This is an optimization exercise on Yosys and OpenROAD, whose aim is small area and a short achievable clock period, not a production implementation. No functional check of the RTL was part of this run. Power is estimated from default activity; no workload was simulated.

`design/flow/flow/run.sh`:
```
#!/bin/bash
# standard layout, with plain buffers on the ports instead of delay buffers
set -euo pipefail
export BUFFER_PORTS_ARGS="-buffer_cell sky130_fd_sc_hd__buf_1"
bash standard.sh finish > standard.log 2>&1
```
`design/flow/standard.sh`:
```
#!/bin/bash
# synth_recipe.tcl (not shown) runs the flow's synth.tcl, then flattens the netlist and writes it again
# the make line also repeats each setting of config.mk as NAME=value (left out here)
make -C /OpenROAD-flow-scripts/flow DESIGN_CONFIG=/design/flow/config.mk WORK_HOME=/design/flow/orfs CLKGATE_MAP_FILE= SYNTH_SCRIPT=/design/flow/synth_recipe.tcl "${@:-finish}"
```
`design/flow/config.mk`:
```
export PLATFORM = sky130hd
export DESIGN_NAME = fpu_unit
export DESIGN_NICKNAME = fpu_unit
export VERILOG_FILES = /design/flow/design.v
export SDC_FILE = /design/flow/constraint.sdc
export NUM_CORES = 4
export LEC_CHECK = 0
export ABC_AREA = 1
export CAP_MARGIN = 20
export CORE_MARGIN = 2
export CORE_UTILIZATION = 35
export CTS_BUF_LIST = sky130_fd_sc_hd__clkbuf_8
export SETUP_SLACK_MARGIN = 3.6
export SLEW_MARGIN = 20
```
`design/flow/constraint.sdc`:
```
create_clock -name core_clock -period 8.0 [get_ports {clk}]
set_input_delay 1.6000 -clock core_clock [delete_from_list [all_inputs] [get_ports {clk}]]
set_output_delay 1.6000 -clock core_clock [all_outputs]
set_load 0.01 [all_outputs]
```
`design/flow/design.v`:
```
package fpu_pkg;
	typedef logic [31:0] float_t;         
	typedef logic signed [31:0] word_t;   
	typedef logic [7:0] exp_t;            
	typedef logic [22:0] frac_t;          
	localparam exp_t EXP_BIAS = 8'd127;
	localparam exp_t EXP_SPECIAL = 8'd255;   
	localparam exp_t EXP_INT_MIN = 8'd150;   
	localparam exp_t EXP_FTOI_MAX = 8'd158;  
	typedef struct packed {
		logic [5:0] op1;  
		logic [4:0] fmt;  
		logic [5:0] op2;  
	} fpu_instr_t;
	localparam logic [5:0] OPC_COP1 = 6'b010001;
	localparam logic [4:0] FMT_S = 5'b10000;
	localparam logic [4:0] FMT_W_TO_S = 5'b00100;  
	localparam logic [4:0] FMT_S_TO_W = 5'b00000;  
	localparam logic [5:0] FN_ABS = 6'd5;
	localparam logic [5:0] FN_NEG = 6'd7;
	localparam logic [5:0] FN_FLOOR = 6'd15;
	localparam logic [5:0] FN_CVT = 6'd0;  
	typedef logic [2:0] op_code_t;
	localparam op_code_t OP_ABS = 3'd0;
	localparam op_code_t OP_NEG = 3'd1;
	localparam op_code_t OP_FLOOR = 3'd2;
	localparam op_code_t OP_FTOI = 3'd3;
	localparam op_code_t OP_ITOF = 3'd4;
	typedef struct packed {
		logic invalid;
		logic div0;     
		logic nan;
		logic ovf;
	} fpu_exc_t;
endpackage
`timescale 1ns/1ns
module fpu_decode (
	input logic [16:0] instr_w,
	output logic is_abs,
	output logic is_neg,
	output logic is_floor,
	output logic is_ftoi,
	output logic is_itof,
	output logic invalid
);
	logic cop1;
	logic fmt_s;
	logic cvt;
	assign cop1 = (instr_w[16:11] == 6'b010001);
	assign fmt_s = (instr_w[10:6] == 5'b10000);
	assign cvt = (instr_w[5:0] == 6'd0);
	assign is_abs = cop1 & fmt_s & (instr_w[5:0] == 6'd5);
	assign is_neg = cop1 & fmt_s & (instr_w[5:0] == 6'd7);
	assign is_floor = cop1 & fmt_s & (instr_w[5:0] == 6'd15);
	assign is_ftoi = cop1 & cvt & (instr_w[10:6] == 5'b00000);
	assign is_itof = cop1 & cvt & (instr_w[10:6] == 5'b00100);
	assign invalid = ~(is_abs | is_neg | is_floor | is_ftoi | is_itof);
endmodule
`timescale 1ns/1ns
module fp_floor (
	input logic [31:0] x,
	output logic [31:0] a,
	output logic cin,
	output logic tiny,           
	output logic neg_one         
);
	logic s;
	logic [7:0] e;
	logic [22:0] f;
	logic is_nan;
	logic [22:0] clr;            
	assign s = x[31];
	assign e = x[30:23];
	assign f = x[22:0];
	assign is_nan = (e == 8'hff) && (f != '0);
	assign tiny = (e < 8'd127);
	assign neg_one = s & (x[30:0] != '0);
	always_comb begin
		for (int i = 0; i < 23; i++) begin
			clr[i] = (e < 8'(150 - i));  
		end
	end
	assign cin = s & (|(f & clr));
	always_comb begin
		a = {s, e, f | {is_nan, 22'd0}};
		for (int i = 0; i < 23; i++) begin
			if (clr[i]) begin
				a[i] = cin;
			end
		end
	end
endmodule
`timescale 1ns/1ns
module fp_to_int (
	input logic [31:0] x,
	output logic [33:0] d,       
	output logic [4:0] r,        
	output logic in_range,       
	output logic small,          
	output logic min_int,        
	output logic ovf,
	output logic nan
);
	logic s;
	logic [7:0] e;
	logic [22:0] f;
	assign s = x[31];
	assign e = x[30:23];
	assign f = x[22:0];
	assign d = {1'b1, f, 10'd0};
	assign r = ~e[4:0];
	assign in_range = (e >= 8'd128) && (e <= 8'd157);
	assign small = (e[7:1] == 7'b0111111);
	assign nan = (e == 8'hff) && (f != '0);
	assign min_int = s && (e == 8'd158) && (f == '0);
	assign ovf = ((e > 8'd158) && !nan) || ((e == 8'd158) && !(s && (f == '0)));
endmodule
`timescale 1ns/1ns
module int_to_fp (
	input logic [31:0] x,
	input logic [31:0] n,        
	output logic [31:0] d,       
	output logic [4:0] lz,
	output logic [31:0] a,
	output logic cin
);
	logic s;
	logic [31:0] u;
	logic z;
	logic [4:0] lead;
	logic [7:0] e;
	assign s = x[31];
	assign u = x ^ {32{s}};
	always_comb begin
		for (int i = 0; i < 32; i++) begin
			d[i] = u[31 - i];
		end
	end
	logic [15:0] z1;
	logic [15:0] c1;
	logic [7:0] z2;
	logic [1:0] c2 [8];
	logic [3:0] z3;
	logic [2:0] c3 [4];
	logic [1:0] z4;
	logic [3:0] c4 [2];
	always_comb begin
		for (int j = 0; j < 16; j++) begin
			z1[j] = ~(u[2*j+1] | u[2*j]);
			c1[j] = ~u[2*j+1];
		end
		for (int j = 0; j < 8; j++) begin
			z2[j] = z1[2*j+1] & z1[2*j];
			c2[j] = z1[2*j+1] ? {1'b1, c1[2*j]} : {1'b0, c1[2*j+1]};
		end
		for (int j = 0; j < 4; j++) begin
			z3[j] = z2[2*j+1] & z2[2*j];
			c3[j] = z2[2*j+1] ? {1'b1, c2[2*j]} : {1'b0, c2[2*j+1]};
		end
		for (int j = 0; j < 2; j++) begin
			z4[j] = z3[2*j+1] & z3[2*j];
			c4[j] = z3[2*j+1] ? {1'b1, c3[2*j]} : {1'b0, c3[2*j+1]};
		end
	end
	assign z = z4[1] & z4[0];
	assign lz = z4[1] ? {1'b1, c4[0]} : {1'b0, c4[1]};
	assign lead = ~lz;
	assign e = z ? {1'b0, {6{s}}, 1'b0} : (8'd127 + {3'd0, lead});
	assign cin = s ? (n[7] | (n[8] & (&n[6:0])))
		: (n[7] & (n[8] | (|n[6:0])));
	assign a = {s, e, n[30:8]};
endmodule
`timescale 1ns/1ns
module fpu_result (
	input logic clk,
	input logic rst_n,
	input logic is_abs,
	input logic is_neg,
	input logic is_floor,
	input logic is_ftoi,
	input logic is_itof,
	input logic invalid,
	input logic [31:0] x1,
	input logic [31:0] x2,
	input logic [31:0] fl_a,
	input logic fl_cin,
	input logic fl_tiny,
	input logic fl_neg_one,
	input logic [33:0] ft_d,
	input logic [4:0] ft_r,
	input logic ft_in_range,
	input logic ft_small,
	input logic ft_min_int,
	input logic ft_ovf,
	input logic ft_nan,
	input logic [31:0] it_d,
	input logic [4:0] it_lz,
	output logic [31:0] it_n,
	input logic [31:0] it_a,
	input logic it_cin,
	output logic [31:0] y,
	output logic [3:0] exc
);
	logic sel_sgn;
	logic sel_fl;
	logic sel_ft;
	logic ft_lo;
	logic sel_it;
	logic fl_small;
	logic sh_s;
	logic [33:0] sh_d;
	logic [4:0] sh_r;
	logic [31:0] sh_o;
	logic [31:0] a;
	logic cin;
	logic [3:0] exc_d;
	assign sh_s = is_itof ? x2[31] : x1[31];
	assign sh_d = is_itof ? {{2{x2[31]}}, it_d} : (ft_d ^ {34{x1[31]}});
	assign sh_r = is_itof ? it_lz : ft_r;
	logic [33:0] sh_1;
	logic [33:0] sh_2;
	logic [33:0] sh_3;
	logic [33:0] sh_4;
	logic [33:0] sh_5;
	assign sh_1 = sh_r[4] ? {{16{sh_s}}, sh_d[33:16]} : sh_d;
	assign sh_2 = sh_r[3] ? {{8{sh_s}}, sh_1[33:8]} : sh_1;
	assign sh_3 = sh_r[2] ? {{4{sh_s}}, sh_2[33:4]} : sh_2;
	assign sh_4 = sh_r[1] ? {{2{sh_s}}, sh_3[33:2]} : sh_3;
	assign sh_5 = sh_r[0] ? {sh_s, sh_4[33:1]} : sh_4;
	assign sh_o = sh_5[31:0];
	always_comb begin
		for (int i = 0; i < 32; i++) begin
			it_n[i] = sh_o[31 - i];
		end
	end
	assign sel_sgn = rst_n & (is_abs | is_neg);
	assign sel_fl = rst_n & is_floor & ~fl_tiny;
	assign sel_ft = rst_n & is_ftoi & ft_in_range;
	assign ft_lo = rst_n & is_ftoi & ft_small;
	assign sel_it = rst_n & is_itof;
	assign fl_small = rst_n & is_floor & fl_tiny;
	assign a = ({32{sel_sgn}} & {is_neg & ~x1[31], x1[30:0]})
		| ({32{sel_fl}} & fl_a)
		| ({32{sel_ft}} & {x1[31], sh_o[31:1]})
		| ({32{ft_lo}} & ({32{x1[31]}} ^ {31'd0, x1[23]}))
		| ({32{sel_it}} & it_a)
		| {(fl_small & x1[31]) | (rst_n & is_ftoi & ft_min_int), 1'b0, {7{fl_small & fl_neg_one}}, 23'd0};
	assign cin = (sel_fl & fl_cin) | (sel_ft & sh_o[0]) | (sel_it & it_cin)
		| (ft_lo & (x1[31] ^ (~x1[23] | x1[22])));
	assign exc_d = {rst_n & invalid, 1'b0, rst_n & is_ftoi & ft_nan, rst_n & is_ftoi & ft_ovf};
	logic [31:0] a_q;
	logic cin_q;
	always_ff @(posedge clk) begin
		a_q <= a;
		cin_q <= cin;
		exc <= exc_d;
	end
	logic [7:0] grp;             
	logic [7:0] gpre;            
	logic [31:0] pre;            
	always_comb begin
		for (int j = 0; j < 8; j++) begin
			grp[j] = &a_q[4*j +: 4];
		end
		gpre[0] = 1'b1;
		for (int j = 1; j < 8; j++) begin
			gpre[j] = gpre[j-1] & grp[j-1];
		end
		for (int j = 0; j < 8; j++) begin
			pre[4*j] = gpre[j];
			pre[4*j+1] = gpre[j] & a_q[4*j];
			pre[4*j+2] = gpre[j] & a_q[4*j] & a_q[4*j+1];
			pre[4*j+3] = gpre[j] & a_q[4*j] & a_q[4*j+1] & a_q[4*j+2];
		end
	end
	assign y = a_q ^ ({32{cin_q}} & pre);
endmodule
`timescale 1ns/1ns
module fpu_unit (
	input logic clk,
	input logic rst_n,
	input logic [16:0] instr,
	input logic [31:0] x1,    
	input logic signed [31:0] x2,     
	output logic [31:0] y,
	output logic [3:0] exc
);
	logic is_abs, is_neg, is_floor, is_ftoi, is_itof, invalid;
	logic [31:0] fl_a;
	logic fl_cin;
	logic fl_tiny;
	logic fl_neg_one;
	logic [33:0] ft_d;
	logic [4:0] ft_r;
	logic ft_in_range;
	logic ft_small;
	logic ft_min_int;
	logic ft_ovf;
	logic ft_nan;
	logic [31:0] it_d;
	logic [4:0] it_lz;
	logic [31:0] it_n;
	logic [31:0] it_a;
	logic it_cin;
	fpu_decode fpu_decode_i (
		.instr_w  (instr),
		.is_abs   (is_abs),
		.is_neg   (is_neg),
		.is_floor (is_floor),
		.is_ftoi  (is_ftoi),
		.is_itof  (is_itof),
		.invalid  (invalid)
	);
	fp_floor fp_floor_i (
		.x       (x1),
		.a       (fl_a),
		.cin     (fl_cin),
		.tiny    (fl_tiny),
		.neg_one (fl_neg_one)
	);
	fp_to_int fp_to_int_i (
		.x        (x1),
		.d        (ft_d),
		.r        (ft_r),
		.in_range (ft_in_range),
		.small    (ft_small),
		.min_int  (ft_min_int),
		.ovf      (ft_ovf),
		.nan      (ft_nan)
	);
	int_to_fp int_to_fp_i (
		.x   (x2),
		.n   (it_n),
		.d   (it_d),
		.lz  (it_lz),
		.a   (it_a),
		.cin (it_cin)
	);
	fpu_result fpu_result_i (
		.clk         (clk),
		.rst_n       (rst_n),
		.is_abs      (is_abs),
		.is_neg      (is_neg),
		.is_floor    (is_floor),
		.is_ftoi     (is_ftoi),
		.is_itof     (is_itof),
		.invalid     (invalid),
		.x1          (x1),
		.x2          (x2),
		.fl_a        (fl_a),
		.fl_cin      (fl_cin),
		.fl_tiny     (fl_tiny),
		.fl_neg_one  (fl_neg_one),
		.ft_d        (ft_d),
		.ft_r        (ft_r),
		.ft_in_range (ft_in_range),
		.ft_small    (ft_small),
		.ft_min_int  (ft_min_int),
		.ft_ovf      (ft_ovf),
		.ft_nan      (ft_nan),
		.it_d        (it_d),
		.it_lz       (it_lz),
		.it_n        (it_n),
		.it_a        (it_a),
		.it_cin      (it_cin),
		.y           (y),
		.exc         (exc)
	);
endmodule
```
==> run summary <==
==> worst paths after layout <==
| check | startpoint | endpoint | slack (ns) |
|---|---|---|---|
| max | x1[30] | fpu_result_i.a_q[3] | 3.76 |
| min | rst_n | fpu_result_i.exc[3] | 1.63 |
==> layout by cell type, fill, tap and decap left out, drive strengths merged <==
cell type    n
o41ai        1
o21a         1
xor2        20
a221oi      16
o22ai        6
a21oi       49
inv        136
o211ai      18
a22oi        2
and2         1
a211oi       1
a22o         1
ha           2
or4          1
a21boi       3
buf        139
o2111ai      5
clkinvlp     2
conb         1
nand3b       5
mux2i        3
nor4         9
nand2      454
o31ai        2
o221ai       2
clkbuf       6
or2          4
nor3        11
xnor2       23
o21ai      105
dfxtp       36
nand4       12
nand3      210
a31oi       13
o21bai       1
clkinv       3
nor2       103
==> per-stage QoR <==
step                      util [%]  cells  total power, mW  instance area [sq um]  hold WS, ns
after floorplan                  -   1316            0.425                   7100         1.74
after global placement        37.6   1651            0.512                   7530         1.92
after detailed placement      37.6   1651            0.510                   7530         1.93
after CTS                     38.8   1669            0.648                   7780         1.62
after global routing          40.2   1677            0.716                   8050         1.64
final                         40.2   1677            0.666                   8050         1.63
==> final cells by class <==
type	count	area [sq um]
Inverter	139	554
Tap cell	270	338
Clock buffer	6	82.6
Multi-Input combinational cell	1085	5690
Fill cell	2329	12000
Clock inverter	2	11.3
Sequential cell	36	729
Timing Repair Buffer	139	643
==> critical path, stage by stage <==
cell	delay [ns]
buf_1	0.06
buf_4	0.17
inv_1	0.14
nor2_1	0.29
inv_1	0.16
o21ai_0	0.25
o22ai_1	0.14
a21oi_1	0.22
o211ai_1	0.14
nor3_1	0.17
nand3_1	0.14
nand2_4	0.24
nand2_1	0.08
a221oi_1	0.44
nand3_1	0.12
==> repair_timing <==
action	CTS	global route
endpoints found under the setup margin	38	37
cloned	0	5
resized for setup	25	54
pin swaps	6	14
buffers inserted	10	3
==> metal layers <==
layer  GRT usage, %  share of wire [%]  up-vias
li1               -                  -     4564
met4           13.3                5.6        0
met1           35.1                 43     4015
met3           3.50                8.2       84
met5              0                  0        -
met2           38.7                 43      416
==> registers in the layout, summed over array words and instances (netlist names) <==
| register | count |
|---|---|
| fpu_result_i.cin_q | 1 |
| fpu_result_i.exc | 3 |
| fpu_result_i.a_q | 32 |
==> power by group <==
part           total, mW  leakage [nW]  internal [mW]  switching (mW)
logic              0.351          3.41          0.104           0.247
clock network      0.135        0.0486         0.0687          0.0668
registers          0.179         0.293          0.179       0.0000879
total              0.666          3.75          0.352           0.314
==> kinds of logic (layout without fill, tap and decap cells) <==
kind of cell	Yosys count	count (layout)	synth area share (%)
AND/OR/NAND/NOR	807	810	50.5
AO/OA/AOI/OAI	224	226	18.9
buffers and inverters	200	286	13.4
XOR/XNOR	43	43	6.15
flip-flops	36	36	10.2
multiplexers	3	3	0.423
adder cells (fa/ha/maj)	2	2	0.353
other	1	1	0.0528
==> flow_summary.yaml <==
detailed_routing:
  drtPass1Iterations: 5
  ant_nets: 0
  drt_iter0_markers: 989
  post_drt_wl_per_cell_um: 17.2
  drt-total-wl_um: 28900
  viasPerCell: 5.41
  drc_errors: 0
  vias: 9079
placement:
  hpwl_um: 22700
  io_buffers: 117
  place_congestion: 0.969
  place_ws_ns: 2.44
sta:
  finalSetupTns_ns: 0
  maxSlewHeadroom_pct: 26.0
  worst_pin_slew_ns: 1.09
  rsz0062_at_grt: "yes"
  timing.final.crit_period_ns: 4.24
  setup_viol: 0
  fmax_ghz: 0.236
  finalMaxSlewViolations: 0
  fin_crit_sh_pct: 53.0
  hold_viol: 0
  layout_setup_ws_ns: 3.76
run_status:
  status: "no timing/DRC/antenna violations"
worst_hold_path:
  hold_path_class: "in2reg"
  hold_path_depth: 3
power:
  p_leak_nw: 3.75
  vdd_drop_max_mv: 0.0449
  power_density_nw_per_um2: 82.7
synth:
  ys_seq_area_share_pct: 10.2
  synth_commonest_cells: "nand2_1, nand3_1, inv_1"
  avgSynthCellArea_sq_um: 5.39
  synthTopCellsByArea: "nand2_1, nand3_1, dfxtp_1, inv_1, o21ai_0"
  synthArstFlopShare_pct: 0
  synth_top_area_share_pct: 22.6
  synth_most_common_cell: "nand2_1"
  syn_inst: 1316
  synth_edf_count: 0
  synth_seq_cells: 36
  synth_nets: 1401
  ys_warn_count: 6
  synth.largest_area_cell: "nand2_1"
  ys_types: 60
  post_synth_instance_area_sq_um: 7100
  ys.flop_type: "dfxtp_1"
floorplanning:
  coreArea_sq_um: 20000
  num_rows: 52
  io_pins: 119
  start_util_pct: 35.4
  fp.dieH_um: 146
  dieArea_sq_um: 21400
  dieWidth_um: 146
clocking:
  cts_root_buf: "clkbuf_8"
  clockBufferDepth: 2
  hold_buffers: 0
  cts_sinks: 36
  cts_tree: "done"
  clk_pin_slew_ns: 0.08
  numCtsBuffers: 5
  cts.htree.levels: 2
global_routing:
  grt-ovfl-total: 0
  track_usage_pct: 25.5
  grt_pass1_vias: 8011
  grt_first_pass_wirelength_um: 43500
  grt_antenna_before_repair: 0
  grt_max_degree: 42
worst_setup_path:
  cp-start-kind: "input pin"
  critPathRequiredTime_ns: 8.15
  path_class: "in2reg"
  crit_path_end_kind: "flop"
  arrival_ns: 4.39
  cp_max_fo: 21
cells_and_area:
  nets: 1491
  diodes: 0
  layout-drive-gt1-share_pct: 9.31
  syn2layout_area_growth_pct: 13.5
flow_run:
  cap_viol_max_count: 0

-- separate check: timing with driven ports --
No port has a modelled driver above. Below, the same layout with a new extraction and two added sets of constraints. Step 1, drivers: a clkbuf_16 drives clk and a buf_2 each remaining input, both assumed. Step 2 adds t to the input delays and takes it off the output delays; t is the mean of the earliest and latest rising clock arrival at the registers after step 1. Input paths then give back, and output paths get back, about the clock's delay inside the block. a / b / c = no drivers / after step 1 / after step 2; a / b = the first two.
t, ns: 0.326
setup slack, ns: 3.756 / 3.749 / 3.445
hold WS [ns]: 1.632 / 1.619 / 1.944
After both steps this run still meets setup and hold. The setup slack of this run moves by -0.007 ns with the drivers and by -0.311 ns with both steps.
